What follows belongs to an exercise in optimizing a design on an open flow for small area and a short achievable clock period; a production flow would make more cautious choices.
Where RTL was checked, it was by simulation tests only, not by an equivalence proof against the original.
For runs 1 and 2, only the layout was checked, not whether the RTL still works.

File: design/flow/flow/run.sh
#!/bin/bash
set -euo pipefail
export BUFFER_PORTS_ARGS="-buffer_cell sky130_fd_sc_hd__buf_1"
bash standard.sh > standard.log 2>&1
File: design/flow/standard.sh
#!/bin/bash
# synth_recipe.tcl (not shown) runs the flow's synth.tcl, then flattens the netlist and writes it again
# the make line also repeats each setting of config.mk as NAME=value (left out here)
make -C /OpenROAD-flow-scripts/flow DESIGN_CONFIG=/design/flow/config.mk WORK_HOME=/design/flow/orfs CLKGATE_MAP_FILE= SYNTH_SCRIPT=/design/flow/synth_recipe.tcl "${@:-finish}"
File: design/flow/config.mk
export PLATFORM = sky130hd
export DESIGN_NAME = md_seq
export DESIGN_NICKNAME = md_seq
export VERILOG_FILES = /design/flow/design.v
export SDC_FILE = /design/flow/constraint.sdc
export NUM_CORES = 4
export LEC_CHECK = 0
export CAP_MARGIN = 20
export CORE_MARGIN = 2
export CORE_UTILIZATION = 40
export SLEW_MARGIN = 20
File: design/flow/design.v
module md_seq #(
    parameter int unsigned MUL_CYCLES = 5,
    parameter int unsigned DIV_CYCLES = 10
) (
    input  logic        clk,
    input  logic        rst_n,
    input  logic        start,
    input  logic [1:0]  op,
    input  logic [31:0] a,
    input  logic [31:0] b,
    input  logic        mthi,
    input  logic        mtlo,
    input  logic [31:0] wdata,
    input  logic        md_use_id,
    output logic        busy,
    output logic        stall_md,
    output logic [31:0] hi,
    output logic [31:0] lo
);
    localparam int W  = 41;   
    localparam int AW = 37;   
    function automatic logic [W-1:0] add_row(input logic [W-1:0] x, input logic [W-1:0] y,
                                             input logic ci, input int s, input int m,
                                             input int t);
        logic         c;
        logic         cl;
        logic         p;
        logic [W-1:0] h;
        logic [W-1:0] r;
        r = x;
        h = '0;
        c = ci;
        for (int i = 0; i < W; i++) begin
            if (i >= s && i <= m) begin
                r[i] = x[i] ^ y[i] ^ c;
                c    = (x[i] & y[i]) | (c & (x[i] ^ y[i]));
            end
        end
        cl = c;
        c  = 1'b0;
        for (int i = 0; i < W; i++) begin
            if (i > m && i <= t) begin
                h[i] = x[i] ^ y[i] ^ c;
                c    = (x[i] & y[i]) | (c & (x[i] ^ y[i]));
            end
        end
        p = 1'b1;
        for (int i = 0; i < W; i++) begin
            if (i > m && i <= t) begin
                r[i] = h[i] ^ (cl & p);
                p    = p & h[i];
            end
        end
        add_row = r;
    endfunction
    function automatic logic [31:0] cneg(input logic [31:0] v, input logic n);
        logic any;
        logic [31:0] r;
        any = 1'b0;
        for (int i = 0; i < 32; i++) begin
            r[i] = v[i] ^ (n & any);
            any  = any | v[i];
        end
        cneg = r;
    endfunction
    function automatic logic [W-1:0] place(input logic [32:0] m, input int off);
        logic [W-1:0] r;
        for (int i = 0; i < W; i++) begin
            if (i < off)            r[i] = 1'b0;
            else if (i - off > 32)  r[i] = m[32];
            else                    r[i] = m[i-off];
        end
        place = r;
    endfunction
    logic        busy_r;
    logic [3:0]  cnt_r;
    logic        mul_r;      
    logic        sgn_r;      
    logic        xneg_r;     
    logic        qneg_r;     
    logic        pb_r;       
    logic [32:0] c_r;        
    logic [35:0] s_r;        
    logic [AW-1:0] acc_r;    
    logic [31:0] hi_r;
    logic [31:0] lo_r;
    logic        fin;
    logic        y_neg;
    logic        dz;
    logic [W-1:0] v   [0:4];    
    logic [W-1:0] pp  [0:3];
    logic         om  [0:3];    
    logic         tm  [0:3];    
    logic         dv  [0:3];    
    logic         ng  [0:3];    
    logic         sp  [0:3];    
    logic [31:0]  hi_res;
    logic [31:0]  lo_res;
    localparam int S0 = 0, M0 = 17, T0 = 35;
    localparam int S1 = 2, M1 = 18, T1 = 36;
    localparam int S2 = 1, M2 = 17, T2 = 38;
    localparam int S3 = 0, M3 = 16, T3 = 40;
    assign fin   = busy_r & (cnt_r == 4'd1);
    assign y_neg = c_r[32];
    assign dz    = (c_r[31:0] == 32'd0);
    assign v[0] = {{(W-AW){acc_r[AW-1]}}, acc_r};
    always_comb begin
        for (int k = 0; k < 4; k++) begin
            logic [2:0] bb;
            bb    = {s_r[2*k+1], s_r[2*k], (k == 0) ? pb_r : s_r[2*k-1]};
            sp[k] = (k == 0) ? acc_r[36] : v[k][36-k];
            om[k] = 1'b0;
            tm[k] = 1'b0;
            dv[k] = 1'b0;
            ng[k] = 1'b0;
            if (mul_r) begin
                if (fin) begin
                    if (k == 3) dv[k] = ~sgn_r & pb_r;
                end else begin
                    ng[k] = bb[2];
                    om[k] = bb[1] ^ bb[0];
                    tm[k] = (bb[2] & ~bb[1] & ~bb[0]) | (~bb[2] & bb[1] & bb[0]);
                end
            end else begin
                if (fin) begin
                    if (k == 2) begin
                        om[k] = acc_r[36];
                        ng[k] = acc_r[36] & y_neg;
                    end
                end else begin
                    dv[k] = 1'b1;
                    ng[k] = ~sp[k] ^ y_neg;
                end
            end
            pp[k] = (({W{om[k]}} & place(c_r, 2*k)) |
                     ({W{tm[k]}} & place(c_r, 2*k+1)) |
                     ({W{dv[k]}} & place(c_r, 3-k))) ^ {W{ng[k]}};
        end
        v[1] = add_row(v[0], pp[0], ng[0], S0, M0, T0);
        for (int i = T0 + 1; i < W; i++) v[1][i] = v[1][T0];
        v[2] = add_row(v[1], pp[1], ng[1], S1, M1, T1);
        for (int i = T1 + 1; i < W; i++) v[2][i] = v[2][T1];
        v[3] = add_row(v[2], pp[2], ng[2], S2, M2, T2);
        for (int i = T2 + 1; i < W; i++) v[3][i] = v[3][T2];
        v[4] = add_row(v[3], pp[3], ng[3], S3, M3, T3);
    end
    assign hi_res = mul_r ? v[4][31:0] : cneg(v[4][35:4], xneg_r);
    assign lo_res = mul_r ? s_r[31:0] : cneg(s_r[31:0], qneg_r);
    assign busy     = busy_r;
    assign stall_md = md_use_id & (start | busy_r);
    assign hi       = hi_r;
    assign lo       = lo_r;
    always_ff @(posedge clk or negedge rst_n) begin
        if (!rst_n) begin
            busy_r <= 1'b0;
            cnt_r  <= 4'd0;
            hi_r   <= 32'd0;
            lo_r   <= 32'd0;
        end else begin
            if (busy_r) begin
                cnt_r  <= cnt_r - 4'd1;
                busy_r <= ~fin;
                if (fin && (mul_r || !dz)) begin
                    hi_r <= hi_res;
                    lo_r <= lo_res;
                end
            end else if (start) begin
                busy_r <= 1'b1;
                cnt_r  <= op[1] ? 4'(DIV_CYCLES) : 4'(MUL_CYCLES);
            end else begin
                if (mthi) hi_r <= wdata;
                if (mtlo) lo_r <= wdata;
            end
        end
    end
    always_ff @(posedge clk) begin
        if (!busy_r) begin
            mul_r  <= ~op[1];
            sgn_r  <= ~op[0];
            xneg_r <= (op == 2'b10) & a[31];
            qneg_r <= (op == 2'b10) & (a[31] ^ b[31]);
            pb_r   <= 1'b0;
            c_r    <= {~op[0] & b[31], b};
            s_r    <= {4'd0, cneg(a, (op == 2'b10) & a[31])};
            acc_r  <= '0;
        end else begin
            pb_r <= s_r[7];
            if (mul_r) begin
                acc_r <= {{(AW-33){v[4][40]}}, v[4][40:8]};
                s_r   <= {s_r[35:32], v[4][7:0], s_r[31:8]};
            end else begin
                acc_r <= {v[4][32:0], s_r[31:28]};
                s_r   <= {s_r[31:0], ~v[1][35], ~v[2][34], ~v[3][33], ~v[4][32]};
            end
        end
    end
endmodule
File: design/flow/constraint.sdc
create_clock -name core_clock -period 105.0 [get_ports {clk}]
set_input_delay 21.0000 -clock core_clock [delete_from_list [all_inputs] [get_ports {clk}]]
set_output_delay 21.0000 -clock core_clock [all_outputs]
set_load 0.01 [all_outputs]
==> impl_metrics.ini, run 1 <==
[clocking]
tritoncts_num_sinks = 176
cts_repair_resize_count = 0
cts_buffer_depth = 2
count_of_hold_buffers_inserted_by_post_cts_repair = 0
clk-insertion-delay-late_ns = 0.51
cts_inserted_buffers = 17
cts.clk_slew.worst_paths_ns = 0.08
tritoncts = built
cts_post_setup_buffers_inserted = 0
htree_levels = 4
clock_tree.root_cell = sky130_fd_sc_hd__clkbuf_16

[finish]
nets = 2187
fillCellCount = 4162
seq_area_um2 = 4243
diodes = 0
area_delta_synth_final_pct = 9.213
drive_gt1_share_pct = 5.650
final_core_utilization_pct = 44.35
multi_input_gate_area_um2 = 11970
design_area_um2 = 18640

[grt]
grt_max_degree = 91
globalRouteTotalUtil_pct = 25.96
via_count_of_the_first_global_routing_pass = 14460
antenna_found_initial = 1
global_route.overflow_total = 0
global_route_wire_length_before_repair_mm = 87.35

[synthesis]
ys_seq_elements = 176
synthDistinctLibCells = 73
synth_edf_count = 37
synthFlopType = sky130_fd_sc_hd__dfxtp_1
ys_seq_area_share_pct = 24.83
ys_async_sr_fraction_pct = 39.20
ys_warns = 8
syn-cell-area_um2 = 17070
synth_nets = 2138
syn-instance-count = 1885
synth_area_per_cell_um2 = 9.056

[worst_setup_path]
worstSetupStartpointType = input pin
cp-end-kind = primary output
cp_slowest_stage_delay_ns = 0.44
path_delay_family = buffers and inverters
path_max_fanout = 10
path_cells = buf_1 -> o21a_1 -> buf_1
cell_at_the_slowest_stage_of_the_critical_path = sky130_fd_sc_hd__buf_1
path_common_cell = sky130_fd_sc_hd__buf_1
crit_arrival_ns = 21.75
setup.worst_path.class = in2out
critical_path_required_ns = 84.00
critical_path.n_buffers_inverters = 2

[placed_design]
number_of_port_buffers = 169
placement.cell_area_um2 = 18040
globalplace.congestion = 0.9212
detailedPlacementHpwl_mm = 41.45

[die]
die_width_um = 210.6
core_region_area_um2 = 42040
die_area_um2 = 44350
initial_core_util_pct = 40.61
rows = 75
die_height_um = 210.6
ios = 170

[run_status]
run_status = finished clean

[detailed_routing]
drc = 0
post_drt_via_cell_ratio = 6.036
firstDrtPassIters = 8
final_antenna_net_count = 0
post_drt_wl_per_cell_um = 22.83
drtIter0Drc = 2142
via_count = 15010
postRouteWirelength_mm = 56.75

[timing]
finalSetupViolations = 0
worst_margin_pin_slew_ns = 0.9585
layout_min_cycle_time_ns = 42.75
grt_setup_unrepaired = no
finalCritPeriodShare_pct = 40.72
fmaxAchievable_ghz = 0.02339
maxSlewViolCount = 0
hold_violations = 0
fin_worst_hold_slack_ns = 0.4837
timing.max_slew.rel_slack_pct = 36.10
clock-skew-final_ns = 0.02035
fin_tns_setup_ns = 0

[run]
drv.max_cap_violation_count = 0

[worst_hold_path]
min-delay-path-class = reg2reg
[cells in the mapped netlist, drive strengths merged, types with 7 or more instances]
| cell | n | area share, % |
|---|---|---|
| xnor2 | 184 | 9.9 |
| nand2 | 163 | 3.6 |
| clkbuf | 140 | 3.1 |
| fa | 138 | 16 |
| xor2 | 132 | 6.8 |
| nor2 | 114 | 2.5 |
| o21ai | 103 | 3.0 |
| a21oi | 96 | 2.8 |
| a222oi | 85 | 5.0 |
| inv | 78 | 1.7 |
| dfxtp | 70 | 8.2 |
| dfrtp | 69 | 10 |
| a22oi | 37 | 1.6 |
| edfxtp | 37 | 6.5 |
| mux2i | 37 | 2.2 |
| nand3 | 36 | 1.1 |
| a211oi | 33 | 1.5 |
| buf | 28 | 0.86 |
| nor3 | 28 | 0.85 |
| nand4 | 23 | 0.84 |
| a21o | 22 | 0.97 |
| nor4 | 22 | 0.93 |
| o31ai | 20 | 0.88 |
| a31oi | 17 | 0.71 |
| and3 | 17 | 0.62 |
| nor2b | 12 | 0.44 |
| ha | 11 | 0.81 |
| or4 | 11 | 0.51 |
| or3 | 10 | 0.37 |
| and2 | 8 | 0.31 |
| o211ai | 8 | 0.38 |
| o221ai | 7 | 0.36 |
| o41ai | 7 | 0.36 |
[worst register-to-register path, delay by kind of cell (launching register included)]
| family | cells | cell delay (ns) |
|---|---|---|
| AO/OA/AOI/OAI | 8 | 1.76 |
| XOR/XNOR | 9 | 2.13 |
| adder cells (fa/ha/maj) | 72 | 29.66 |
| buffers and inverters | 9 | 2.15 |
| flip-flops | 1 | 0.87 |
| multiplexers | 1 | 0.39 |
| AND/OR/NAND/NOR | 9 | 3.33 |
[routing by layer]
metal	vias to the layer above	part of all wire, %	GRT usage [%]	wire length [um]
met5	-	0	0	0
met4	0	2.6	8.718	1450
met3	70	8.2	4.619	4643
met2	696	45	39.99	25500
met1	7406	44	36.80	25150
li1	6834	-	-	-
[cell usage in the layout, fill, tap and decap left out, types with 7 or more instances in the layout]
cell type                   netlist  routed
sky130_fd_sc_hd__a211oi_1        33      32
sky130_fd_sc_hd__a21o_1          22      22
sky130_fd_sc_hd__a21oi_1         96      91
sky130_fd_sc_hd__a222oi_1        85      85
sky130_fd_sc_hd__a22oi_1         37      37
sky130_fd_sc_hd__a31oi_1         16      16
sky130_fd_sc_hd__and3_1          17      17
sky130_fd_sc_hd__buf_1           15     168
sky130_fd_sc_hd__buf_4            0      29
sky130_fd_sc_hd__clkbuf_16        0      17
sky130_fd_sc_hd__dfrtp_1         69      68
sky130_fd_sc_hd__dfxtp_1         70      70
sky130_fd_sc_hd__edfxtp_1        37      37
sky130_fd_sc_hd__fa_1           138     138
sky130_fd_sc_hd__ha_1            11      11
sky130_fd_sc_hd__inv_1           78      78
sky130_fd_sc_hd__mux2i_1         37      36
sky130_fd_sc_hd__nand2_1        163     163
sky130_fd_sc_hd__nand3_1         36      36
sky130_fd_sc_hd__nand4_1         23      23
sky130_fd_sc_hd__nor2_1         114     111
sky130_fd_sc_hd__nor2b_1         12      12
sky130_fd_sc_hd__nor3_1          27      25
sky130_fd_sc_hd__nor4_1          20      20
sky130_fd_sc_hd__o211ai_1         7       7
sky130_fd_sc_hd__o21ai_0        100     100
sky130_fd_sc_hd__o221ai_1         7       7
sky130_fd_sc_hd__o31ai_1         20      19
sky130_fd_sc_hd__o41ai_1          7       7
sky130_fd_sc_hd__or3_1           10      10
sky130_fd_sc_hd__or4_1           10      10
sky130_fd_sc_hd__xnor2_1        174     174
sky130_fd_sc_hd__xnor2_2         10      10
sky130_fd_sc_hd__xor2_1         132     132
[area by class of cell]
cell class,instances,area share (%)
clock buffers,18,2.356
well taps,539,3.617
inverters,80,1.624
repair buffers,198,4.577
clock inverters,14,0.8724
flip-flops and latches,176,22.76
multi-input cells,1461,64.20
[state kept, by name, indices dropped and copies added (netlist names), 4 cells and up]
register,flops
lo_r,32
hi_r,32
s_r,32
acc_r,37
cnt_r,4
c_r,33
[path summary, 6_finish.rpt]
check / start / to / slack [ns] / depth (start not counted)
min in group asynchronous: rst_n / lo_r[19] / 20.72 / 2
max: start / stall_md / 62.25 / 3
max reg2reg: busy_r / acc_r[33] / 64.62 / 108
min reg2reg: hi_r[1] / hi_r[1] / 0.48 / 2
max in group asynchronous: rst_n / busy_r / 83.56 / 2
min: hi_r[1] / hi_r[1] / 0.48 / 2
[cells by family (layout without fill, tap and decap cells)]
group	Yosys count	after routing	synth area share (%)
AOI/OAI and AO/OA	482	482	20.03
xor gates and xnor gates	316	316	16.65
adders and majority gates	149	149	16.99
buffers and inverters	248	310	5.702
DFF	176	176	24.83
muxes	41	41	2.433
and+or+nand+nor	473	473	13.36
[per-stage QoR]
step | std cells | setup WS [ns]
after global placement | 2454 | 62.26
after CTS | 2486 | 62.25
after floorplan | 1885 | 62.59
after detailed placement | 2454 | 62.26
final | 2486 | 62.25
after global routing | 2486 | 62.22
==> run 2: changes to the inputs <==
--- a/design/flow/config.mk
+++ b/design/flow/config.mk
@@ -8,4 +8,5 @@
 export CAP_MARGIN = 20
 export CORE_MARGIN = 2
 export CORE_UTILIZATION = 40
+export CTS_BUF_LIST = sky130_fd_sc_hd__clkbuf_4 sky130_fd_sc_hd__clkbuf_8
 export SLEW_MARGIN = 20
==> run 2 against run 1 <==
Compared with the run above:
- via count up 0.36%
- final area is 1.0% lower
- fmax hardly changed
- synthesized cell count did not move
- die area is the same
- register-to-register slack got worse by 0.06 ns
- non-clock buffer count did not move
- worst hold slack better by 0.0082 ns
- first-iteration DRC count decreased by 0.93%
==> impl_metrics.ini, run 2 <==
[run_status]
run_status = finished clean

[timing]
fin_worst_hold_slack_ns = 0.4919
layout_min_cycle_time_ns = 42.74
grt_setup_unrepaired = no
maxSlewViolCount = 0
worst_margin_pin_slew_ns = 0.9542
fmaxAchievable_ghz = 0.02340
timing.max_slew.rel_slack_pct = 36.39
finalSetupViolations = 0
fin_tns_setup_ns = 0
clock-skew-final_ns = 0.02821
hold_violations = 0
finalCritPeriodShare_pct = 40.71

[worst_setup_path]
crit_arrival_ns = 21.74
path_max_fanout = 10
critical_path_required_ns = 84.00
worstSetupStartpointType = input pin
setup.worst_path.class = in2out
worst-r2r-setup-slack_ns = 64.56
cp-end-kind = primary output

[detailed_routing]
post_drt_wl_per_cell_um = 22.74
post_drt_via_cell_ratio = 6.058
drc = 0
via_count = 15060
postRouteWirelength_mm = 56.53
drtIter0Drc = 2122
firstDrtPassIters = 9
final_antenna_net_count = 0

[grt]
global_route_wire_length_before_repair_mm = 87.13
via_count_of_the_first_global_routing_pass = 14420
antenna_found_initial = 1
global_route.overflow_total = 0
globalRouteTotalUtil_pct = 25.88
grt_max_degree = 91

[clocking]
cts_buffer_depth = 2
clock_tree.root_cell = sky130_fd_sc_hd__clkbuf_8
count_of_hold_buffers_inserted_by_post_cts_repair = 0
tritoncts = built
cts_inserted_buffers = 17
clk-insertion-delay-late_ns = 0.59
htree_levels = 4
tritoncts_num_sinks = 176
cts_repair_resize_count = 0
cts.clk_slew.worst_paths_ns = 0.12
cts_post_setup_buffers_inserted = 0

[die]
ios = 170
die_width_um = 210.6
die_height_um = 210.6
core_region_area_um2 = 42040
rows = 75
die_area_um2 = 44350
initial_core_util_pct = 40.61

[synthesis]
ys_seq_area_share_pct = 24.83
synth_edf_count = 37
synthDistinctLibCells = 73
ys_seq_elements = 176
synth_top_cells_by_count = sky130_fd_sc_hd__xnor2_1, sky130_fd_sc_hd__nand2_1, sky130_fd_sc_hd__clkbuf_1
post-synth-top-area-fraction_pct = 16.18
synth_nets = 2138
ys_async_sr_fraction_pct = 39.20
synth_largest_area_cell = sky130_fd_sc_hd__fa_1
syn-cell-area_um2 = 17070
post_synth_main_area_contributors = sky130_fd_sc_hd__fa_1, sky130_fd_sc_hd__dfrtp_1, sky130_fd_sc_hd__xnor2_1
synthFlopType = sky130_fd_sc_hd__dfxtp_1
syn-instance-count = 1885
synth.most_common_cell = sky130_fd_sc_hd__xnor2_1
ys_warns = 8
synth_area_per_cell_um2 = 9.056

[finish]
seq_area_um2 = 4243
nets = 2187
drive_gt1_share_pct = 5.650
multi_input_gate_area_um2 = 11970
fillCellCount = 4182
most_frequent_standard_cell_in_the_layout_excluding_fill_and_tap_cells = sky130_fd_sc_hd__xnor2_1
largest_register_ffs = 37
diodes = 0
max_flop_register = acc_r
area_delta_synth_final_pct = 8.091
top_library_cells_by_usage_in_the_layout_fill_and_taps_aside = sky130_fd_sc_hd__xnor2_1, sky130_fd_sc_hd__buf_1, sky130_fd_sc_hd__nand2_1
reg.largest.list = acc_r: 37 flops, c_r: 33 flops

[placed_design]
detailedPlacementHpwl_mm = 41.45
globalplace.congestion = 0.9212
number_of_port_buffers = 169

[run]
drv.max_cap_violation_count = 0

[worst_hold_path]
min-delay-path-class = reg2reg
==> run 2: cell types whose count changed in the layout (fill, tap and decap cells not counted) <==
cell	delta
sky130_fd_sc_hd__clkbuf_16	-17
sky130_fd_sc_hd__clkbuf_8	+17
==> run 2: metrics by stage <==
step	worst slack (ns)	util, %	std cells	area (um^2)
2_1_floorplan	62.59	-	1885	17070
3_3_place_gp	62.26	42.92	2454	18040
3_5_place_dp	62.26	42.92	2454	18040
4_1_cts	62.25	43.89	2486	18450
5_1_grt	62.22	43.89	2486	18450
6_report	62.26	43.89	2486	18450
==> run 2: final timing paths <==
kind	cells after the start	to	start
setup / recovery	3	stall_md	start
hold / removal	2	lo_r[6]	lo_r[6]
setup reg to reg	108	acc_r[33]	busy_r
hold reg to reg	2	lo_r[6]	lo_r[6]
max in group asynchronous	2	busy_r	rst_n
min in group asynchronous	2	lo_r[19]	rst_n
==> run 2: cell type report <==
class | instances | area share [%]
multi-input combinational | 1461 | 64.86
timing repair buffer | 198 | 4.624
inverter | 80 | 1.641
clock inverter | 14 | 0.8815
tap | 539 | 3.655
sequential | 176 | 22.99
clock buffer | 18 | 1.343
==> run 2: logic make-up (layout without fill, tap and decap cells) <==
logic type	Yosys count	in the layout	synth area share, %
XOR/XNOR	316	316	16.65
AND/OR/NAND/NOR	473	473	13.36
buffers and inverters	248	310	5.702
flip-flops	176	176	24.83
multiplexers	41	41	2.433
adder cells (fa/ha/maj)	149	149	16.99
AO/OA/AOI/OAI	482	482	20.03
==> run 2: worst max-delay path: stages <==
cell                     delay [ns]
sky130_fd_sc_hd__buf_1         0.43
sky130_fd_sc_hd__o21a_1        0.17
sky130_fd_sc_hd__buf_1         0.14
==> run 2: per-layer routing <==
layer	up-vias	GRT usage, %	share of wire [%]
li1	6837	-	-
met1	7430	36.69	44
met2	714	39.83	45
met3	79	4.633	8.6
met4	0	8.766	2.6
met5	-	0	0
==> run 3: changes to the inputs <==
--- a/design/flow/design.v
+++ b/design/flow/design.v
@@ -53,6 +53,16 @@
         end
         add_row = r;
     endfunction
+    function automatic logic [31:0] cdec(input logic [31:0] v, input logic n);
+        logic any;
+        logic [31:0] r;
+        any = 1'b0;
+        for (int i = 0; i < 32; i++) begin
+            r[i] = v[i] ^ (n & ~any);
+            any  = any | v[i];
+        end
+        cdec = r;
+    endfunction
     function automatic logic [31:0] cneg(input logic [31:0] v, input logic n);
         logic any;
         logic [31:0] r;
@@ -93,6 +103,7 @@
     logic         tm  [0:3];    
     logic         dv  [0:3];    
     logic         ng  [0:3];    
+    logic         ci  [0:3];    
     logic         sp  [0:3];    
     logic [31:0]  hi_res;
     logic [31:0]  lo_res;
@@ -113,6 +124,7 @@
             tm[k] = 1'b0;
             dv[k] = 1'b0;
             ng[k] = 1'b0;
+            ci[k] = 1'b0;
             if (mul_r) begin
                 if (fin) begin
                     if (k == 3) dv[k] = ~sgn_r & pb_r;
@@ -124,28 +136,30 @@
             end else begin
                 if (fin) begin
                     if (k == 2) begin
-                        om[k] = acc_r[36];
-                        ng[k] = acc_r[36] & y_neg;
+                        om[k] = acc_r[36] ^ xneg_r;
+                        ng[k] = om[k] & (y_neg ^ xneg_r);
                     end
+                    if (k == 3) ci[k] = xneg_r;
                 end else begin
                     dv[k] = 1'b1;
                     ng[k] = ~sp[k] ^ y_neg;
                 end
             end
+            ci[k] = ci[k] | ng[k];
             pp[k] = (({W{om[k]}} & place(c_r, 2*k)) |
                      ({W{tm[k]}} & place(c_r, 2*k+1)) |
                      ({W{dv[k]}} & place(c_r, 3-k))) ^ {W{ng[k]}};
         end
-        v[1] = add_row(v[0], pp[0], ng[0], S0, M0, T0);
+        v[1] = add_row(v[0], pp[0], ci[0], S0, M0, T0);
         for (int i = T0 + 1; i < W; i++) v[1][i] = v[1][T0];
-        v[2] = add_row(v[1], pp[1], ng[1], S1, M1, T1);
+        v[2] = add_row(v[1], pp[1], ci[1], S1, M1, T1);
         for (int i = T1 + 1; i < W; i++) v[2][i] = v[2][T1];
-        v[3] = add_row(v[2], pp[2], ng[2], S2, M2, T2);
+        v[3] = add_row(v[2], pp[2], ci[2], S2, M2, T2);
         for (int i = T2 + 1; i < W; i++) v[3][i] = v[3][T2];
-        v[4] = add_row(v[3], pp[3], ng[3], S3, M3, T3);
+        v[4] = add_row(v[3], pp[3], ci[3], S3, M3, T3);
     end
-    assign hi_res = mul_r ? v[4][31:0] : cneg(v[4][35:4], xneg_r);
-    assign lo_res = mul_r ? s_r[31:0] : cneg(s_r[31:0], qneg_r);
+    assign hi_res = mul_r ? v[4][31:0] : v[4][35:4];
+    assign lo_res = cneg(s_r[31:0], qneg_r);
     assign busy     = busy_r;
     assign stall_md = md_use_id & (start | busy_r);
     assign hi       = hi_r;
@@ -181,16 +195,17 @@
             qneg_r <= (op == 2'b10) & (a[31] ^ b[31]);
             pb_r   <= 1'b0;
             c_r    <= {~op[0] & b[31], b};
-            s_r    <= {4'd0, cneg(a, (op == 2'b10) & a[31])};
-            acc_r  <= '0;
+            s_r    <= {{4{(op == 2'b10) & a[31]}}, cdec(a, (op == 2'b10) & a[31])};
+            acc_r  <= {AW{(op == 2'b10) & a[31]}};
         end else begin
             pb_r <= s_r[7];
             if (mul_r) begin
                 acc_r <= {{(AW-33){v[4][40]}}, v[4][40:8]};
                 s_r   <= {s_r[35:32], v[4][7:0], s_r[31:8]};
             end else begin
-                acc_r <= {v[4][32:0], s_r[31:28]};
-                s_r   <= {s_r[31:0], ~v[1][35], ~v[2][34], ~v[3][33], ~v[4][32]};
+                acc_r <= {v[4][32:0], s_r[31:28] | {4{xneg_r & (cnt_r == 4'd2)}}};
+                s_r   <= {s_r[31:0], v[1][35] ~^ xneg_r, v[2][34] ~^ xneg_r,
+                          v[3][33] ~^ xneg_r, v[4][32] ~^ xneg_r};
             end
         end
     end
==> design/flow/run.sh (new file) <==
#!/bin/bash
# synth_recipe.tcl (not shown) runs the flow's synth.tcl, then flattens the netlist and writes it again
# the make line also repeats each setting of config.mk as NAME=value (left out here)
make -C /OpenROAD-flow-scripts/flow DESIGN_CONFIG=/design/flow/config.mk WORK_HOME=/design/flow/orfs CLKGATE_MAP_FILE= SYNTH_SCRIPT=/design/flow/synth_recipe.tcl finish
--- a/design/flow/config.mk
+++ b/design/flow/config.mk
@@ -8,5 +8,4 @@
 export CAP_MARGIN = 20
 export CORE_MARGIN = 2
 export CORE_UTILIZATION = 40
-export CTS_BUF_LIST = sky130_fd_sc_hd__clkbuf_4 sky130_fd_sc_hd__clkbuf_8
 export SLEW_MARGIN = 20
removed: design/flow/flow/run.sh
removed: design/flow/standard.sh
==> run 3 against run 2 <==
Compared with the run above:
- worst setup slack lost 0.92 ns
- core utilization increased by 3.2 points
- global-route usage decreased by 0.20 points
- first-iteration DRC count fell by 12%
- largest cell class unchanged
- clock skew down 0.013 ns
- flip-flop and latch count stayed put
- count of clock-buffer cells in the layout decreased by 1
- critical path depth rose by 1
- final area grew 1.5%
- register-to-register slack better by 2.1 ns
==> impl_metrics.ini, run 3 <==
[worst_setup_path]
path_common_cell = sky130_fd_sc_hd__clkdlybuf4s50_1
path_max_fanout = 17
worst-r2r-setup-slack_ns = 66.68
regToRegStartpoint = busy_r
critical_path_required_ns = 84.00
path_delay_family = buffers and inverters
rr_worst_depth = 106
cell_at_the_slowest_stage_of_the_critical_path = sky130_fd_sc_hd__clkdlybuf4s50_1
worst_r2r_endpoint = acc_r[34]
cp-end-kind = primary output
critical_path.n_buffers_inverters = 2
crit_arrival_ns = 22.67
cp_slowest_stage_delay_ns = 0.88
worstSetupStartpointType = input pin
setup.worst_path.class = in2out
path_cells = clkdlybuf4s50_1 -> nor2_1 -> nor2b_1 -> clkdlybuf4s50_1

[clocking]
count_of_hold_buffers_inserted_by_post_cts_repair = 0
tritoncts = built
cts_buffer_depth = 2
tritoncts_num_sinks = 176
cts_post_setup_buffers_inserted = 0
htree_levels = 4
cts_repair_resize_count = 0
clock_tree.root_cell = sky130_fd_sc_hd__clkbuf_16
cts_inserted_buffers = 17
cts.clk_slew.worst_paths_ns = 0.08
clk-insertion-delay-late_ns = 0.47

[placed_design]
globalplace.congestion = 0.9123
detailedPlacementHpwl_mm = 39.49
number_of_port_buffers = 169
placement.cell_area_um2 = 18110
placement.setup.worst_slack_ns = 61.34

[timing]
timing.max_slew.rel_slack_pct = 22.60
finalCritPeriodShare_pct = 41.59
hold_violations = 0
fin_tns_setup_ns = 0
maxSlewViolCount = 0
grt_setup_unrepaired = no
timing.final.ws_setup_ns = 61.33
layout_min_cycle_time_ns = 43.67
clock-skew-final_ns = 0.01498
fmaxAchievable_ghz = 0.02290
finalSetupViolations = 0
worst_margin_pin_slew_ns = 1.161

[grt]
grt_max_degree = 80
global_route_wire_length_before_repair_mm = 81.84
via_count_of_the_first_global_routing_pass = 13560
globalRouteTotalUtil_pct = 25.68
antenna_found_initial = 0
global_route.overflow_total = 0

[synthesis]
syn-cell-area_um2 = 16120
synth_edf_count = 37
post-synth-top-area-fraction_pct = 17.26
post_synth_main_area_contributors = sky130_fd_sc_hd__fa_1, sky130_fd_sc_hd__dfrtp_1, sky130_fd_sc_hd__xnor2_1
synth_top_cells_by_count = sky130_fd_sc_hd__xnor2_1, sky130_fd_sc_hd__nand2_1, sky130_fd_sc_hd__fa_1
syn-instance-count = 1737
synthFlopType = sky130_fd_sc_hd__dfxtp_1
synth_area_per_cell_um2 = 9.281
synth.most_common_cell = sky130_fd_sc_hd__xnor2_1
ys_async_sr_fraction_pct = 39.20
synthDistinctLibCells = 72
ys_seq_area_share_pct = 26.29
synth_largest_area_cell = sky130_fd_sc_hd__fa_1
ys_warns = 9
ys_seq_elements = 176
synth_nets = 1992

[worst_hold_path]
min-delay-path-class = reg2reg
whs_path_depth = 1
min_to = hi_r[11]
worst_hold_startpoint = hi_r[11]

[finish]
drive_gt1_share_pct = 5.161
area_delta_synth_final_pct = 16.12
diodes = 0
fillCellCount = 3759
final_core_utilization_pct = 47.12
largest_register_ffs = 37
top_library_cells_by_usage_in_the_layout_fill_and_taps_aside = sky130_fd_sc_hd__xnor2_1, sky130_fd_sc_hd__nand2_1, sky130_fd_sc_hd__clkdlybuf4s50_1
max_flop_register = acc_r
most_frequent_standard_cell_in_the_layout_excluding_fill_and_tap_cells = sky130_fd_sc_hd__xnor2_1
reg.largest.list = acc_r: 37 flops, c_r: 33 flops
nets = 2044
design_area_um2 = 18720

[die]
initial_core_util_pct = 40.58
ios = 170
die_height_um = 204.8
rows = 73
die_width_um = 204.8
die_area_um2 = 41930
core_region_area_um2 = 39730

[detailed_routing]
post_drt_wl_per_cell_um = 22.84
firstDrtPassIters = 12
final_antenna_net_count = 0
drtIter0Drc = 1870
via_count = 13910
drc = 0
postRouteWirelength_mm = 53.14
post_drt_via_cell_ratio = 5.976

[run]
drv.max_cap_violation_count = 0

[run_status]
run_status = finished clean
[run 3: final cells by class]
class	instances	area, um^2	area share (%)
multi-input combinational	1341	11130	59.43
sequential	176	4243	22.66
timing repair buffer	194	1904	10.17
tap	525	656.9	3.509
clock buffer	17	425.4	2.272
inverter	59	222.7	1.190
clock inverter	15	142.6	0.7619
[run 3: kinds of logic (layout without fill, tap and decap cells)]
kind of cell | count (synthesis) | after routing | share of synthesized area [%]
adders and majority gates | 151 | 151 | 18.19
muxes | 36 | 36 | 2.274
and+or+nand+nor | 443 | 443 | 13.25
AOI/OAI and AO/OA | 422 | 422 | 18.75
DFF | 176 | 176 | 26.29
buffers and inverters | 220 | 285 | 5.277
xor gates and xnor gates | 289 | 289 | 15.96
[run 3: how the worst max path moves through the flow]
stage | from | endpoint | slack (ns) | cells past startpoint
floorplan | start | stall_md | 62.49 | 3
global placement | start | stall_md | 61.34 | 4
detailed placement | start | stall_md | 61.34 | 4
CTS | start | stall_md | 61.33 | 4
global route | start | stall_md | 61.26 | 4
finish | start | stall_md | 61.33 | 4
[run 3: per-layer routing]
metal,global-route usage (%),wire (um),vias up
met5,0,0,-
met4,8.230,1575,0
met3,4.645,4459,88
met2,40.82,24600,653
met1,35.37,22510,6875
li1,-,-,6291
[run 3: worst register-to-register path: cells and delay by family, from the launching register on]
kind                       cells  cell delay, ns
DFF                            1            0.64
xor gates and xnor gates       6            1.37
AOI/OAI and AO/OA              4            0.69
buffers and inverters          9            2.24
adders and majority gates     71           27.96
muxes                          2            0.65
and+or+nand+nor               14            4.57
[run 3: per-stage QoR]
| stage | hold WS [ns] | cells |
|---|---|---|
| floorplan | 0.4853 | 1737 |
| global placement | 0.4623 | 2293 |
| detailed placement | 0.4682 | 2293 |
| CTS | 0.4867 | 2325 |
| global route | 0.5013 | 2327 |
| finish | 0.4807 | 2327 |
==> run 4: changes to the inputs <==
--- a/design/flow/design.v
+++ b/design/flow/design.v
@@ -87,15 +87,16 @@
     logic        mul_r;      
     logic        sgn_r;      
     logic        xneg_r;     
-    logic        qneg_r;     
     logic        pb_r;       
-    logic [32:0] c_r;        
+    logic [31:0] c_r;        
     logic [35:0] s_r;        
     logic [AW-1:0] acc_r;    
     logic [31:0] hi_r;
     logic [31:0] lo_r;
     logic        fin;
-    logic        y_neg;
+    logic        y_neg;      
+    logic        qneg;       
+    logic [32:0] cx;         
     logic        dz;
     logic [W-1:0] v   [0:4];    
     logic [W-1:0] pp  [0:3];
@@ -112,8 +113,10 @@
     localparam int S2 = 1, M2 = 17, T2 = 38;
     localparam int S3 = 0, M3 = 16, T3 = 40;
     assign fin   = busy_r & (cnt_r == 4'd1);
-    assign y_neg = c_r[32];
-    assign dz    = (c_r[31:0] == 32'd0);
+    assign y_neg = sgn_r & c_r[31];
+    assign qneg  = ~mul_r & (xneg_r ^ y_neg);
+    assign cx    = {y_neg, c_r};
+    assign dz    = (c_r == 32'd0);
     assign v[0] = {{(W-AW){acc_r[AW-1]}}, acc_r};
     always_comb begin
         for (int k = 0; k < 4; k++) begin
@@ -146,9 +149,9 @@
                 end
             end
             ci[k] = ci[k] | ng[k];
-            pp[k] = (({W{om[k]}} & place(c_r, 2*k)) |
-                     ({W{tm[k]}} & place(c_r, 2*k+1)) |
-                     ({W{dv[k]}} & place(c_r, 3-k))) ^ {W{ng[k]}};
+            pp[k] = (({W{om[k]}} & place(cx, 2*k)) |
+                     ({W{tm[k]}} & place(cx, 2*k+1)) |
+                     ({W{dv[k]}} & place(cx, 3-k))) ^ {W{ng[k]}};
         end
         v[1] = add_row(v[0], pp[0], ci[0], S0, M0, T0);
         for (int i = T0 + 1; i < W; i++) v[1][i] = v[1][T0];
@@ -159,7 +162,7 @@
         v[4] = add_row(v[3], pp[3], ci[3], S3, M3, T3);
     end
     assign hi_res = mul_r ? v[4][31:0] : v[4][35:4];
-    assign lo_res = cneg(s_r[31:0], qneg_r);
+    assign lo_res = cneg(s_r[31:0], qneg);
     assign busy     = busy_r;
     assign stall_md = md_use_id & (start | busy_r);
     assign hi       = hi_r;
@@ -171,8 +174,8 @@
             hi_r   <= 32'd0;
             lo_r   <= 32'd0;
         end else begin
+            cnt_r <= busy_r ? cnt_r - 4'd1 : (op[1] ? 4'(DIV_CYCLES) : 4'(MUL_CYCLES));
             if (busy_r) begin
-                cnt_r  <= cnt_r - 4'd1;
                 busy_r <= ~fin;
                 if (fin && (mul_r || !dz)) begin
                     hi_r <= hi_res;
@@ -180,7 +183,6 @@
                 end
             end else if (start) begin
                 busy_r <= 1'b1;
-                cnt_r  <= op[1] ? 4'(DIV_CYCLES) : 4'(MUL_CYCLES);
             end else begin
                 if (mthi) hi_r <= wdata;
                 if (mtlo) lo_r <= wdata;
@@ -192,9 +194,8 @@
             mul_r  <= ~op[1];
             sgn_r  <= ~op[0];
             xneg_r <= (op == 2'b10) & a[31];
-            qneg_r <= (op == 2'b10) & (a[31] ^ b[31]);
             pb_r   <= 1'b0;
-            c_r    <= {~op[0] & b[31], b};
+            c_r    <= b;
             s_r    <= {{4{(op == 2'b10) & a[31]}}, cdec(a, (op == 2'b10) & a[31])};
             acc_r  <= {AW{(op == 2'b10) & a[31]}};
         end else begin
==> design/flow/flow/run.sh (new file) <==
#!/bin/bash
set -euo pipefail
export BUFFER_PORTS_ARGS="-buffer_cell sky130_fd_sc_hd__buf_1"
bash standard.sh > standard.log 2>&1
==> design/flow/standard.sh (new file) <==
#!/bin/bash
# synth_recipe.tcl (not shown) runs the flow's synth.tcl, then flattens the netlist and writes it again
# the make line also repeats each setting of config.mk as NAME=value (left out here)
make -C /OpenROAD-flow-scripts/flow DESIGN_CONFIG=/design/flow/config.mk WORK_HOME=/design/flow/orfs CLKGATE_MAP_FILE= SYNTH_SCRIPT=/design/flow/synth_recipe.tcl "${@:-finish}"
removed: design/flow/run.sh
==> run 4 against run 3 <==
Compared with the run above:
- critical path type unchanged
- still clean on timing, DRC and antenna
- area after synthesis shrank 0.63%
- sequential share of layout area grew 0.99 points
- clock skew rose by 0.0096 ns
==> impl_metrics.ini, run 4 <==
[clocking]
tritoncts_num_sinks = 174
count_of_hold_buffers_inserted_by_post_cts_repair = 0
cts.clk_slew.worst_paths_ns = 0.08
cts_repair_resize_count = 0
clk-insertion-delay-late_ns = 0.47
cts_buffer_depth = 2
htree_levels = 4
cts_post_setup_buffers_inserted = 0
cts_inserted_buffers = 17
tritoncts = built
clock_tree.root_cell = sky130_fd_sc_hd__clkbuf_16

[worst_hold_path]
whs_path_depth = 1
min-delay-path-class = reg2reg

[detailed_routing]
post_drt_wl_per_cell_um = 22.87
postRouteWirelength_mm = 53.35
post_drt_via_cell_ratio = 5.938
firstDrtPassIters = 9
final_antenna_net_count = 0
drc = 0
drtIter0Drc = 1624
via_count = 13850

[placed_design]
dp_cells = 2300
detailedPlacementHpwl_mm = 38.99
number_of_port_buffers = 169
globalplace.congestion = 0.8957
placement.setup.worst_slack_ns = 61.89

[worst_setup_path]
path_max_fanout = 12
rr_worst_depth = 109
critical_path_required_ns = 84.00
crit_arrival_ns = 22.13
cp-end-kind = primary output
setup.worst_path.class = in2out
worstSetupStartpointType = input pin

[synthesis]
synthDistinctLibCells = 68
ys_seq_elements = 174
post-synth-top-area-fraction_pct = 17.37
ys_async_sr_fraction_pct = 39.66
ys_seq_area_share_pct = 26.09
synth_area_per_cell_um2 = 9.266
synth_top_cells_by_count = sky130_fd_sc_hd__nand2_1, sky130_fd_sc_hd__xnor2_1, sky130_fd_sc_hd__fa_1
synth.most_common_cell = sky130_fd_sc_hd__nand2_1
post_synth_main_area_contributors = sky130_fd_sc_hd__fa_1, sky130_fd_sc_hd__dfrtp_1, sky130_fd_sc_hd__xnor2_1
syn-instance-count = 1729
synthFlopType = sky130_fd_sc_hd__dfxtp_1
synth_edf_count = 35
synth_largest_area_cell = sky130_fd_sc_hd__fa_1
synth_nets = 1984
ys_warns = 9
syn-cell-area_um2 = 16020

[timing]
fmaxAchievable_ghz = 0.02319
layout_min_cycle_time_ns = 43.13
finalSetupViolations = 0
fin_tns_setup_ns = 0
timing.final.ws_setup_ns = 61.87
finalCritPeriodShare_pct = 41.07
hold_violations = 0
clock-skew-final_ns = 0.02462
timing.max_slew.rel_slack_pct = 36.58
maxSlewViolCount = 0
worst_margin_pin_slew_ns = 0.9433
grt_setup_unrepaired = no

[finish]
final_core_utilization_pct = 44.61
max_flop_register = acc_r
diodes = 0
fillCellCount = 3932
most_frequent_standard_cell_in_the_layout_excluding_fill_and_tap_cells = sky130_fd_sc_hd__nand2_1
top_library_cells_by_usage_in_the_layout_fill_and_taps_aside = sky130_fd_sc_hd__nand2_1, sky130_fd_sc_hd__xnor2_1, sky130_fd_sc_hd__buf_1
drive_gt1_share_pct = 5.531
nets = 2050
seq_area_um2 = 4183
multi_input_gate_area_um2 = 11080
stdcell_count = 2333
area_delta_synth_final_pct = 10.37
largest_register_ffs = 37

[die]
die_height_um = 204.1
die_area_um2 = 41670
initial_core_util_pct = 40.41
die_width_um = 204.1
rows = 73
core_region_area_um2 = 39640
ios = 170

[grt]
via_count_of_the_first_global_routing_pass = 13360
antenna_found_initial = 3
global_route_wire_length_before_repair_mm = 81.70
grt_max_degree = 78
globalRouteTotalUtil_pct = 25.78
global_route.overflow_total = 0

[run_status]
run_status = finished clean

[run]
drv.max_cap_violation_count = 0
==> run 4: logic make-up (layout without fill, tap and decap cells) <==
logic type	Yosys count	after routing	share of synthesized area, %
AOI/OAI and AO/OA	418	418	18.79
xor gates and xnor gates	289	289	15.98
adders and majority gates	151	151	18.31
buffers and inverters	222	301	5.436
DFF	174	174	26.09
muxes	27	27	1.703
and+or+nand+nor	448	448	13.70
==> run 4: final timing paths <==
check | from | slack [ns] | to
setup / recovery | start | 61.87 | stall_md
hold / removal | hi_r[10] | 0.48 | hi_r[10]
setup reg to reg | mul_r | 65.84 | acc_r[32]
hold reg to reg | hi_r[10] | 0.48 | hi_r[10]
max in group asynchronous | rst_n | 83.54 | busy_r
min in group asynchronous | rst_n | 20.76 | lo_r[14]
==> run 4: cell type report <==
class	instances	share of cell area, %
clock buffers	18	2.484
clock inverters	14	1.047
inverters	70	1.493
multi-input cells	1333	62.67
flip-flops and latches	174	23.66
well taps	525	3.715
repair buffers	199	4.939
==> run 4: metal layers <==
| metal | routed length (um) | global-route usage, % | part of all wire, % | vias to the layer above |
|---|---|---|---|---|
| met5 | 36 | 0 | 0.067 | - |
| met4 | 1289 | 7.945 | 2.4 | 6 |
| met3 | 4758 | 4.560 | 8.9 | 85 |
| met2 | 23450 | 39.03 | 44 | 663 |
| met1 | 23810 | 37.38 | 45 | 6847 |
| li1 | - | - | - | 6253 |
==> run 4: critical path, cell delays in order <==
cell	delay, ns
sky130_fd_sc_hd__buf_1	0.52
sky130_fd_sc_hd__nor2_1	0.28
sky130_fd_sc_hd__nor2b_1	0.17
sky130_fd_sc_hd__buf_1	0.16
==> run 4: through the flow <==
stage | cell area [um^2] | hold WS, ns
after floorplan | 16020 | 0.4753
after detailed placement | 17030 | 0.4636
after CTS | 17660 | 0.4820
final | 17680 | 0.4771
after global placement | 17030 | 0.4605
after global routing | 17680 | 0.4991
==> run 5: changes to the inputs <==
--- a/design/flow/design.v
+++ b/design/flow/design.v
@@ -18,18 +18,18 @@
     output logic [31:0] lo
 );
     localparam int W  = 41;   
-    localparam int AW = 37;   
+    localparam int AW = 33;   
     function automatic logic [W-1:0] add_row(input logic [W-1:0] x, input logic [W-1:0] y,
                                              input logic ci, input int s, input int m,
-                                             input int t);
+                                             input int h, input int t);
         logic         c;
         logic         cl;
         logic         p;
-        logic [W-1:0] h;
+        logic [W-1:0] hs;
         logic [W-1:0] r;
-        r = x;
-        h = '0;
-        c = ci;
+        r  = x;
+        hs = '0;
+        c  = ci;
         for (int i = 0; i < W; i++) begin
             if (i >= s && i <= m) begin
                 r[i] = x[i] ^ y[i] ^ c;
@@ -39,16 +39,23 @@
         cl = c;
         c  = 1'b0;
         for (int i = 0; i < W; i++) begin
-            if (i > m && i <= t) begin
-                h[i] = x[i] ^ y[i] ^ c;
+            if (i > m && i <= h) begin
+                hs[i] = x[i] ^ y[i] ^ c;
+                c     = (x[i] & y[i]) | (c & (x[i] ^ y[i]));
+            end
+        end
+        p = 1'b1;
+        for (int i = 0; i < W; i++) begin
+            if (i > m && i <= h) begin
+                r[i] = hs[i] ^ (cl & p);
+                p    = p & hs[i];
+            end
+        end
+        c = c | (cl & p);
+        for (int i = 0; i < W; i++) begin
+            if (i > h && i <= t) begin
+                r[i] = x[i] ^ y[i] ^ c;
                 c    = (x[i] & y[i]) | (c & (x[i] ^ y[i]));
-            end
-        end
-        p = 1'b1;
-        for (int i = 0; i < W; i++) begin
-            if (i > m && i <= t) begin
-                r[i] = h[i] ^ (cl & p);
-                p    = p & h[i];
             end
         end
         add_row = r;
@@ -108,21 +115,21 @@
     logic         sp  [0:3];    
     logic [31:0]  hi_res;
     logic [31:0]  lo_res;
-    localparam int S0 = 0, M0 = 17, T0 = 35;
-    localparam int S1 = 2, M1 = 18, T1 = 36;
-    localparam int S2 = 1, M2 = 17, T2 = 38;
-    localparam int S3 = 0, M3 = 16, T3 = 40;
+    localparam int S0 = 0, M0 = 17, H0 = 35, T0 = 35;
+    localparam int S1 = 2, M1 = 18, H1 = 34, T1 = 36;
+    localparam int S2 = 1, M2 = 17, H2 = 33, T2 = 38;
+    localparam int S3 = 0, M3 = 16, H3 = 32, T3 = 40;
     assign fin   = busy_r & (cnt_r == 4'd1);
     assign y_neg = sgn_r & c_r[31];
     assign qneg  = ~mul_r & (xneg_r ^ y_neg);
     assign cx    = {y_neg, c_r};
     assign dz    = (c_r == 32'd0);
-    assign v[0] = {{(W-AW){acc_r[AW-1]}}, acc_r};
+    assign v[0] = {{(W-37){acc_r[AW-1]}}, acc_r, s_r[35:32]};
     always_comb begin
         for (int k = 0; k < 4; k++) begin
             logic [2:0] bb;
             bb    = {s_r[2*k+1], s_r[2*k], (k == 0) ? pb_r : s_r[2*k-1]};
-            sp[k] = (k == 0) ? acc_r[36] : v[k][36-k];
+            sp[k] = (k == 0) ? acc_r[AW-1] : v[k][36-k];
             om[k] = 1'b0;
             tm[k] = 1'b0;
             dv[k] = 1'b0;
@@ -139,7 +146,7 @@
             end else begin
                 if (fin) begin
                     if (k == 2) begin
-                        om[k] = acc_r[36] ^ xneg_r;
+                        om[k] = acc_r[AW-1] ^ xneg_r;
                         ng[k] = om[k] & (y_neg ^ xneg_r);
                     end
                     if (k == 3) ci[k] = xneg_r;
@@ -153,13 +160,13 @@
                      ({W{tm[k]}} & place(cx, 2*k+1)) |
                      ({W{dv[k]}} & place(cx, 3-k))) ^ {W{ng[k]}};
         end
-        v[1] = add_row(v[0], pp[0], ci[0], S0, M0, T0);
+        v[1] = add_row(v[0], pp[0], ci[0], S0, M0, H0, T0);
         for (int i = T0 + 1; i < W; i++) v[1][i] = v[1][T0];
-        v[2] = add_row(v[1], pp[1], ci[1], S1, M1, T1);
+        v[2] = add_row(v[1], pp[1], ci[1], S1, M1, H1, T1);
         for (int i = T1 + 1; i < W; i++) v[2][i] = v[2][T1];
-        v[3] = add_row(v[2], pp[2], ci[2], S2, M2, T2);
+        v[3] = add_row(v[2], pp[2], ci[2], S2, M2, H2, T2);
         for (int i = T2 + 1; i < W; i++) v[3][i] = v[3][T2];
-        v[4] = add_row(v[3], pp[3], ci[3], S3, M3, T3);
+        v[4] = add_row(v[3], pp[3], ci[3], S3, M3, H3, T3);
     end
     assign hi_res = mul_r ? v[4][31:0] : v[4][35:4];
     assign lo_res = cneg(s_r[31:0], qneg);
@@ -201,11 +208,12 @@
         end else begin
             pb_r <= s_r[7];
             if (mul_r) begin
-                acc_r <= {{(AW-33){v[4][40]}}, v[4][40:8]};
-                s_r   <= {s_r[35:32], v[4][7:0], s_r[31:8]};
+                acc_r <= {{4{v[4][40]}}, v[4][40:12]};
+                s_r   <= {v[4][11:0], s_r[31:8]};
             end else begin
-                acc_r <= {v[4][32:0], s_r[31:28] | {4{xneg_r & (cnt_r == 4'd2)}}};
-                s_r   <= {s_r[31:0], v[1][35] ~^ xneg_r, v[2][34] ~^ xneg_r,
+                acc_r <= v[4][32:0];
+                s_r   <= {s_r[31:28] | {4{xneg_r & (cnt_r == 4'd2)}}, s_r[27:0],
+                          v[1][35] ~^ xneg_r, v[2][34] ~^ xneg_r,
                           v[3][33] ~^ xneg_r, v[4][32] ~^ xneg_r};
             end
         end
==> design/flow/flow/run.sh (replaced) <==
#!/bin/bash
set -euo pipefail
export BUFFER_PORTS_ARGS="-buffer_cell sky130_fd_sc_hd__buf_1"
export SETUP_SLACK_MARGIN=62.7
bash standard.sh > standard.log 2>&1
--- a/design/flow/config.mk
+++ b/design/flow/config.mk
@@ -7,5 +7,5 @@
 export LEC_CHECK = 0
 export CAP_MARGIN = 20
 export CORE_MARGIN = 2
-export CORE_UTILIZATION = 40
+export CORE_UTILIZATION = 60
 export SLEW_MARGIN = 20
==> run 5 against run 4 <==
Compared with the run above:
- global-route usage is 11 points higher
- clock skew down 0.0077 ns
- fmax up 1.8%
- critical path type unchanged
- via count rose by 2.8%
- core utilization increased by 22 points
==> impl_metrics.ini, run 5 <==
[run_status]
run_status = finished clean

[finish]
reg.largest.list = s_r: 36 flops, acc_r: 33 flops
max_flop_register = s_r
drive_gt1_share_pct = 6.607
nets = 2028
largest_register_ffs = 36
most_frequent_standard_cell_in_the_layout_excluding_fill_and_tap_cells = sky130_fd_sc_hd__xnor2_1
top_library_cells_by_usage_in_the_layout_fill_and_taps_aside = sky130_fd_sc_hd__xnor2_1, sky130_fd_sc_hd__buf_1, sky130_fd_sc_hd__nand2_1
area_delta_synth_final_pct = 8.651
fillCellCount = 2203

[timing]
fmaxAchievable_ghz = 0.02360
hold_violations = 0
maxSlewViolCount = 0
clock-skew-final_ns = 0.01691
timing.max_slew.rel_slack_pct = 34.93
timing.final.ws_setup_ns = 62.63
finalSetupViolations = 0
layout_min_cycle_time_ns = 42.37
finalCritPeriodShare_pct = 40.35
fin_tns_setup_ns = 0
worst_margin_pin_slew_ns = 0.9760
grt_setup_unrepaired = yes

[detailed_routing]
drtIter0Drc = 2475
drc = 0
via_count = 14240
firstDrtPassIters = 22
post_drt_via_cell_ratio = 6.712
post_drt_wl_per_cell_um = 24.36
final_antenna_net_count = 0
postRouteWirelength_mm = 51.70

[synthesis]
ys_seq_elements = 174
synth_top_cells_by_count = sky130_fd_sc_hd__xnor2_1, sky130_fd_sc_hd__nand2_1, sky130_fd_sc_hd__fa_1
ys_warns = 9
synthFlopType = sky130_fd_sc_hd__dfxtp_1
synth_area_per_cell_um2 = 9.368
syn-instance-count = 1709
synth_edf_count = 35
synth.most_common_cell = sky130_fd_sc_hd__xnor2_1
post_synth_main_area_contributors = sky130_fd_sc_hd__fa_1, sky130_fd_sc_hd__dfrtp_1, sky130_fd_sc_hd__xnor2_1
ys_async_sr_fraction_pct = 39.66
post-synth-top-area-fraction_pct = 17.38
ys_seq_area_share_pct = 26.10
synthDistinctLibCells = 77
synth_largest_area_cell = sky130_fd_sc_hd__fa_1
syn-cell-area_um2 = 16010
synth_nets = 1964

[worst_setup_path]
regToRegStartpoint = busy_r
worst_setup_path_startpoint = start
worst_r2r_endpoint = acc_r[29]
cp_slowest_stage_delay_ns = 0.13
setup.worst_path.class = in2out
critical_path.n_buffers_inverters = 2
critical_path_required_ns = 84.00
path_max_fanout = 2
crit_arrival_ns = 21.37
cp-end-kind = primary output
critical_path_cell_count = 4
worstSetupStartpointType = input pin
path_cells = buf_8 -> nor2_4 -> nor2b_1 -> buf_2
worst-r2r-setup-slack_ns = 65.76
cell_at_the_slowest_stage_of_the_critical_path = sky130_fd_sc_hd__buf_2
termination_of_the_worst_setup_path = stall_md
path_delay_family = buffers and inverters
rr_worst_depth = 112

[grt]
grt_max_degree = 82
global_route.overflow_total = 0
global_route.peak_usage_layer = met1
use_met3_pct = 6.641
globalRouteTotalUtil_pct = 36.87
groute.layer.met2.usage_pct = 54.66
grt.met1_usage_pct = 54.68
global_route_wire_length_before_repair_mm = 78.82
via_count_of_the_first_global_routing_pass = 13050
antenna_found_initial = 2

[worst_hold_path]
min-delay-path-class = reg2reg
worst_hold_startpoint = lo_r[25]

[placed_design]
placement.setup.worst_slack_ns = 62.37
globalplace.congestion = 0.9728
detailedPlacementHpwl_mm = 37.63
number_of_port_buffers = 169

[die]
die_height_um = 167.4
ios = 170
core_region_area_um2 = 26130
die_width_um = 167.4
rows = 59
initial_core_util_pct = 61.27
die_area_um2 = 28010

[run]
drv.max_cap_violation_count = 0

[clocking]
cts_inserted_buffers = 17
cts_buffer_depth = 2
clock_tree.root_cell = sky130_fd_sc_hd__clkbuf_16
cts.clk_slew.worst_paths_ns = 0.09
clk-insertion-delay-late_ns = 0.45
htree_levels = 4
tritoncts_num_sinks = 174
tritoncts = built
count_of_hold_buffers_inserted_by_post_cts_repair = 0
[run 5: changes by cell type after synthesis, sizes merged, moves of 8 or more]
cell / delta
a22oi: -34
a22o: +32
xor2: -31
nand2: -28
xnor2: +18
a211oi: +9
mux2i: -8
nand2b: -8
[run 5: cells by family after synthesis]
kind of cell    share of synthesized area, %
mux                                    1.485
xor+xnor                               15.13
buf+inv                                5.634
compound gates                         20.00
fa+ha+maj                              18.32
flops                                  26.10
simple gates                           13.33
[run 5: how the worst min path moves through the flow]
stage,to,slack [ns],cells after the start
floorplan,cnt_r[0],0.47,1
global placement,lo_r[16],0.46,1
detailed placement,lo_r[25],0.46,1
CTS,lo_r[25],0.49,1
global route,hi_r[8],0.49,1
finish,lo_r[25],0.48,1
[run 5: per-stage QoR]
stage / hold WS [ns] / cells / utilization (%) / instance area (um^2)
final: 0.4806 / 2122 / 66.57 / 17400
after global routing: 0.4934 / 2121 / 66.56 / 17390
after CTS: 0.4857 / 2121 / 66.56 / 17390
after detailed placement: 0.4641 / 2087 / 63.98 / 16720
after global placement: 0.4582 / 2087 / 63.96 / 16710
after floorplan: 0.4750 / 1709 / - / 16010
[run 5: layout make-up]
| cell class | count | area [um^2] | share of cell area [%] |
|---|---|---|---|
| inverters | 65 | 246.5 | 1.417 |
| well taps | 335 | 419.2 | 2.410 |
| diodes | 1 | 2.502 | 0.01439 |
| flip-flops and latches | 174 | 4183 | 24.05 |
| clock buffers | 17 | 425.4 | 2.446 |
| repair buffers | 200 | 880.8 | 5.064 |
| multi-input cells | 1315 | 11020 | 63.37 |
| clock inverters | 15 | 214.0 | 1.230 |
[run 5: per-layer routing]
| layer | vias to the layer above | part of all wire [%] |
|---|---|---|
| met5 | - | 0.025 |
| met3 | 117 | 11 |
| met1 | 6940 | 42 |
| li1 | 6265 | - |
| met2 | 919 | 43 |
| met4 | 2 | 3.5 |
[run 5: timing repair]
action,in CTS,in global routing
gates resized for setup,7,0
hold endpoints to repair,0,0
setup endpoints to repair,1,1
gates cloned,0,0
pin swaps,1,1
setup buffers,2,0
[run 5: worst register-to-register path, delay by kind of cell, from the launching register on]
family,cells,cell delay (ns)
simple gates,19,5.39
fa+ha+maj,71,28.37
xor+xnor,5,0.96
flops,1,0.74
buf+inv,10,2.44
compound gates,6,1.11
mux,1,0.18
==> run 6: changes to the inputs <==
==> design/flow/flow/run.sh (replaced) <==
#!/bin/bash
set -euo pipefail
export BUFFER_PORTS_ARGS="-buffer_cell sky130_fd_sc_hd__buf_1"
bash standard.sh > standard.log 2>&1
==> run 6 against run 5 <==
Compared with the run above:
- largest cell class unchanged
- worst hold slack worse by 0.00080 ns
- die area unchanged
- routed wire length is 0.32% lower
- critical endpoint unchanged
- area after synthesis did not move
- critical path depth did not move
- clock skew rose by 0.0010 ns
- fmax decreased by 0.62%
==> impl_metrics.ini, run 6 <==
[synthesis]
synth_top_cells_by_count = sky130_fd_sc_hd__xnor2_1, sky130_fd_sc_hd__nand2_1, sky130_fd_sc_hd__fa_1
post-synth-top-area-fraction_pct = 17.38
syn-instance-count = 1709
synth_area_per_cell_um2 = 9.368
synthDistinctLibCells = 77
synth_largest_area_cell = sky130_fd_sc_hd__fa_1
ys_async_sr_fraction_pct = 39.66
synth_edf_count = 35
synth.most_common_cell = sky130_fd_sc_hd__xnor2_1
ys_warns = 9
synth_nets = 1964
ys_seq_area_share_pct = 26.10
post_synth_main_area_contributors = sky130_fd_sc_hd__fa_1, sky130_fd_sc_hd__dfrtp_1, sky130_fd_sc_hd__xnor2_1
ys_seq_elements = 174
syn-cell-area_um2 = 16010
synthFlopType = sky130_fd_sc_hd__dfxtp_1

[worst_setup_path]
regToRegStartpoint = busy_r
setup.worst_path.class = in2out
cell_at_the_slowest_stage_of_the_critical_path = sky130_fd_sc_hd__buf_1
cp-end-kind = primary output
path_common_cell = sky130_fd_sc_hd__buf_1
worst-r2r-setup-slack_ns = 65.78
critical_path_required_ns = 84.00
cp_slowest_stage_delay_ns = 0.21
path_cells = buf_1 -> nor2_1 -> nor2b_1 -> buf_1
crit_arrival_ns = 21.64
path_max_fanout = 7
worst_r2r_endpoint = acc_r[29]
rr_worst_depth = 112
worstSetupStartpointType = input pin

[clocking]
clock_tree.root_cell = sky130_fd_sc_hd__clkbuf_16
tritoncts_num_sinks = 174
cts_inserted_buffers = 17
cts_repair_resize_count = 0
cts_post_setup_buffers_inserted = 0
htree_levels = 4
clk-insertion-delay-late_ns = 0.46
cts_buffer_depth = 2
cts.clk_slew.worst_paths_ns = 0.09
tritoncts = built
count_of_hold_buffers_inserted_by_post_cts_repair = 0

[detailed_routing]
final_antenna_net_count = 0
postRouteWirelength_mm = 51.53
drc = 0
via_count = 14150
post_drt_via_cell_ratio = 6.675
post_drt_wl_per_cell_um = 24.31
drtIter0Drc = 2335
firstDrtPassIters = 27

[timing]
fin_worst_hold_slack_ns = 0.4798
maxSlewViolCount = 0
worst_margin_pin_slew_ns = 0.9710
finalSetupViolations = 0
hold_violations = 0
timing.final.ws_setup_ns = 62.36
finalCritPeriodShare_pct = 40.60
fmaxAchievable_ghz = 0.02345
timing.max_slew.rel_slack_pct = 35.26
clock-skew-final_ns = 0.01792
grt_setup_unrepaired = no
fin_tns_setup_ns = 0
layout_min_cycle_time_ns = 42.64

[finish]
fillCellCount = 2212
drive_gt1_share_pct = 6.334
largest_register_ffs = 36
most_frequent_standard_cell_in_the_layout_excluding_fill_and_tap_cells = sky130_fd_sc_hd__xnor2_1
final_core_utilization_pct = 66.43
reg.largest.list = s_r: 36 flops, acc_r: 33 flops
area_delta_synth_final_pct = 8.432
max_flop_register = s_r
top_library_cells_by_usage_in_the_layout_fill_and_taps_aside = sky130_fd_sc_hd__xnor2_1, sky130_fd_sc_hd__buf_1, sky130_fd_sc_hd__nand2_1
design_area_um2 = 17360
nets = 2026

[run]
drv.max_cap_violation_count = 0

[grt]
global_route_wire_length_before_repair_mm = 78.72
via_count_of_the_first_global_routing_pass = 13000
antenna_found_initial = 2
globalRouteTotalUtil_pct = 36.84
grt_max_degree = 82
global_route.overflow_total = 0

[placed_design]
placement.cell_area_um2 = 16720
detailedPlacementHpwl_mm = 37.63
number_of_port_buffers = 169
globalplace.congestion = 0.9728
placement.setup.worst_slack_ns = 62.37

[run_status]
run_status = finished clean

[worst_hold_path]
min_to = lo_r[25]
min-delay-path-class = reg2reg
worst_hold_startpoint = lo_r[25]
whs_path_depth = 1

[die]
die_width_um = 167.4
die_height_um = 167.4
initial_core_util_pct = 61.27
ios = 170
core_region_area_um2 = 26130
die_area_um2 = 28010
rows = 59
-- run 6: cells by family (layout without fill, tap and decap cells) --
kind of cell / count (synthesis) / in the layout / synth area share, %
adders and majority gates: 151 / 151 / 18.32
xor gates and xnor gates: 275 / 275 / 15.13
AOI/OAI and AO/OA: 433 / 433 / 20.00
DFF: 174 / 174 / 26.10
buffers and inverters: 220 / 295 / 5.634
muxes: 23 / 23 / 1.485
and+or+nand+nor: 433 / 433 / 13.33
other: 0 / 1 / 0
-- run 6: layout make-up --
| type | instances | area, um^2 | share of cell area (%) |
|---|---|---|---|
| diodes | 1 | 2.502 | 0.01441 |
| clock buffers | 17 | 425.4 | 2.450 |
| clock inverters | 15 | 214.0 | 1.232 |
| inverters | 65 | 246.5 | 1.420 |
| multi-input cells | 1315 | 11020 | 63.46 |
| flip-flops and latches | 174 | 4183 | 24.09 |
| well taps | 335 | 419.2 | 2.414 |
| repair buffers | 198 | 853.3 | 4.915 |
-- run 6: routing by layer --
layer  global-route usage [%]  part of all wire, %  vias up
met5                        0                0.025        -
met1                    54.74                   42     6907
met4                    12.40                  3.4        2
met3                    6.641                   11      115
met2                    54.56                   43      873
li1                         -                    -     6254
-- run 6: worst max-delay path by stage --
stage	startpoint	endpoint	slack, ns	cells after the start
global placement	start	stall_md	62.39	4
global route	start	stall_md	62.30	4
floorplan	start	stall_md	62.76	2
finish	start	stall_md	62.36	4
CTS	start	stall_md	62.37	4
detailed placement	start	stall_md	62.37	4
-- run 6: metrics by stage --
step	std cells
after detailed placement	2087
final	2120
after global placement	2087
after global routing	2119
after floorplan	1709
after CTS	2119
-- run 6: critical path: cells and delay by family --
family | cells | cell delay (ns)
buffers and inverters | 2 | 0.36
and+or+nand+nor | 2 | 0.27

==> re-timing with driven ports <==
The flow's constraints put no driver on any port. The routed layouts listed below were extracted and timed again, unchanged, in two steps.
Step 1, drivers: a clkbuf_16 drives clk and a buf_2 each remaining input, both assumed.
Step 2, shift: input delay + t, output delay - t, t = (earliest + latest rising clock arrival at the registers) / 2. This alone moves slack from input paths to output paths.
Slacks: ideal / step 1 / step 2; pairs: ideal / step 1.
| run | shift t [ns] | setup slack, ns | cell pins on the clock port's net |
|---|---|---|---|
| run 1 | 0.557 | 62.249 / 62.226 / 62.226 | 1 |
| run 2 | 0.629 | 62.256 / 62.234 / 62.234 | 1 |
| run 3 | 0.516 | 61.333 / 61.303 / 61.303 | 1 |
| run 4 | 0.512 | 61.873 / 61.849 / 61.849 | 1 |
| run 5 | 0.502 | 62.628 / 62.590 / 62.590 | 1 |
| run 6 | 0.504 | 62.365 / 62.342 / 62.342 | 1 |
After both steps every run listed still meets setup and hold. The setup slack of run 5, which loses most, moves by -0.038 ns with the drivers and by -0.038 ns with both steps.
